Context: an optimization exercise on an open-source flow, tuned for small area and a short achievable clock period. The choices shown serve that exercise and are no tape-out recipe. Only simulation tests tie the RTL to the original design; equivalence was not proved. Power is estimated from default activity; no workload was simulated.

// rvCore
module rvCore (
    input  logic        clk,
    input  logic        rst_n,
    output logic [31:0] imemAddr,
    input  logic [31:0] imemInsn,
    output logic        retireValid,
    output logic [4:0]  retireReg,
    output logic [31:0] retireData
);
For scale: roughly 4,300 cells after synthesis, ~1,300 flip-flops, ~100 I/O pins, roughly 0.057 mm² of cells after synthesis.
export LEC_CHECK = 0
export CAP_MARGIN = 20
export CORE_MARGIN = 2
export CORE_UTILIZATION = 45
export PLACE_DENSITY = 0.6
export SETUP_SLACK_MARGIN = 3.8
export SLEW_MARGIN = 20
export TNS_END_PERCENT = 30
create_clock -name core_clock -period 6.0 [get_ports {clk}]
standard.sh (not shown) runs the stock make flow with config.mk's settings and CLKGATE_MAP_FILE= SYNTH_SCRIPT=/design/flow/synth_recipe.tcl, a recipe that flattens the netlist after the stock synthesis.
==> flow/flow/run.sh <==
#!/bin/bash
# The standard layout (standard.sh: its synthesis script, settings and
# ORFS steps), with two changes:
#  - Yosys's full/half-adder extraction is off (ADDER_MAP_FILE empty), so ABC
#    maps the ALU's adder as plain logic instead of chaining fa/ha cells;
#  - clock tree synthesis runs without dummy loads (same CTS arguments as
#    ORFS's default otherwise).
# Registers and everything else are unchanged. ORFS writes each step's full
# log under orfs/logs/; make's own output goes to flow_make.log here.
set -euo pipefail
bash standard.sh ADDER_MAP_FILE= \
  "CTS_ARGS=-sink_clustering_enable -repair_clock_nets -dont_use_dummy_load" \
  finish > flow_make.log 2>&1
Then changed:
SETUP_SLACK_MARGIN = 3.0   (was 3.8)
TNS_END_PERCENT = unset   (was 30)
What happened: First-iteration DRC count stays flat; sequential share of layout area climbs by 2.7 points; worst setup slack is worse by 180 ps; utilization drops by 2.8 points.
Then changed:
==> flow/flow/run.sh (replaced) <==
#!/bin/bash
# The standard layout (standard.sh: its synthesis script, settings and
# ORFS steps), with one change: Yosys's full/half-adder extraction is off
# (ADDER_MAP_FILE empty), so ABC maps the ALU's adder as plain logic instead
# of chaining fa/ha cells. Registers and everything else are unchanged.
# ORFS writes each step's full log under orfs/logs/; make's own output goes
# to flow_make.log here.
set -euo pipefail
bash standard.sh ADDER_MAP_FILE= finish > flow_make.log 2>&1
CORE_UTILIZATION = 55   (was 45)
PLACE_DENSITY = 0.65   (was 0.6)
Die area shrinks by 18%.
Total power climbs by 7.5%.
Final area increases by 0.96%.
Hold slack stays flat.
Area after synthesis does not change.
Routed wire length falls by 3.5%.
Setup slack is worse by 35 ps.
Combinational power rises by 3.2%.
Then changed:
==> flow/flow/run.sh (replaced) <==
#!/bin/bash
# The standard layout (standard.sh: its synthesis script, settings and
# ORFS steps), with two changes:
#  - Yosys's full/half-adder extraction is off (ADDER_MAP_FILE empty), so ABC
#    maps the ALU's adder as plain logic instead of chaining fa/ha cells;
#  - clock tree synthesis runs without dummy loads (same CTS arguments as
#    ORFS's default otherwise).
# Registers and everything else are unchanged. ORFS writes each step's full
# log under orfs/logs/; make's own output goes to flow_make.log here.
set -euo pipefail
bash standard.sh ADDER_MAP_FILE= \
  "CTS_ARGS=-sink_clustering_enable -repair_clock_nets -dont_use_dummy_load" \
  finish > flow_make.log 2>&1
CORE_UTILIZATION = 45   (was 55)
PLACE_DENSITY = 0.6   (was 0.65)
SETUP_SLACK_MARGIN = 3.4   (was 3.0)
TNS_END_PERCENT = 30   (was unset)
After rerunning: The new run completed without violations; register-to-register slack gets better by 220 ps; first-iteration DRC count fell by 6.1%; critical path depth rose by 1; count of clock-buffer cells in the layout fell by 37; synthesized cell count is unchanged; total power fell by 6.8%; sequential cell count does not change; via count rose by 1.8%; utilization fell by 10 points.

---

south:
rvCore, a different RTL version from the one above (not shown whole).
Size: ~4300 cells after synthesis, ~1200 flip-flops, ~100 I/O pins, roughly 0.055 mm^2 of cells after synthesis.
Design rvCore, start of the top module:
module rvCore (
    input  logic        clk,
    input  logic        rst_n,
    output logic [31:0] imemAddr,
    input  logic [31:0] imemInsn,
    output logic        retireValid,
    output logic [4:0]  retireReg,
    output logic [31:0] retireData
);
clock: 6.0 ns
lec_check: 0
cap_margin: 20
core_margin: 2
core_utilization: 45
place_density: 0.6
slew_margin: 20
run.sh (not shown) runs the stock make flow with config.mk's settings and CLKGATE_MAP_FILE= SYNTH_SCRIPT=/design/flow/synth_recipe.tcl, a recipe that flattens the netlist after the stock synthesis.
Stock flow here: none of the scripts above is used.
Edits applied to the flow inputs when going from south to east:
Settings: changing PLACE_DENSITY from 0.6 to 0.65; changing CORE_UTILIZATION from 45 to 55; setting SETUP_SLACK_MARGIN to 3.0 for the first time.
east reached the end of the flow, and the finished layout is clean on the timing, design-rule and antenna checks. east vs south: met2 wire length down by a few percent. Diff south -> east | post-route cell area | up by a few percent. Total wire length after detailed routing: east worse than south. The number of global-route vias before repair number comes out lower for south vs east. Number of placed cells counting well taps in east vs south: down about 6%. Summary of east over south: clock-buffer cell count saw a decrease, headroom to the max-slew limit saw a decrease, met3 global-route usage saw an increase. east improves on south in maximum frequency. east gives less cell row count than south did. east vs south, logic depth of the worst path, buffers included went down by 2.

## afterwards: timing with drivers on the ports
The flow's constraints put no driver on any port. The routed layouts listed below were extracted and timed again, unchanged, in two steps.
Step 1, drivers: a clkbuf_16 drives clk and a buf_2 each remaining input, both assumed.
Step 2 adds t to the input delays and takes it off the output delays; t is the mean of the earliest and latest rising clock arrival at the registers after step 1. Input paths then give back, and output paths get back, about the clock's delay inside the block.
a / b / c = ideal ports / drivers / drivers and shift; a / b = the first two.
run	shift t [ns]	setup slack, ns	hold WS [ns]	cell pins on the clock port's net
the first run of note 1	0.848	2.941 / 2.941 / 2.941	0.315 / 0.315 / 0.315	1
the second run of note 1	0.840	2.765 / 2.765 / 2.765	0.321 / 0.321 / 0.321	1
the third run of note 1	0.822	2.730 / 2.730 / 2.730	0.323 / 0.323 / 0.323	1
the fourth run of note 1	0.850	2.953 / 2.936 / 2.953	0.325 / 0.325 / 0.325	1
south	0.849	1.487 / 1.487 / 1.487	0.321 / 0.321 / 0.321	1
east	0.819	2.688 / 2.688 / 2.688	0.324 / 0.324 / 0.324	1
After both steps every run listed still meets setup and hold.
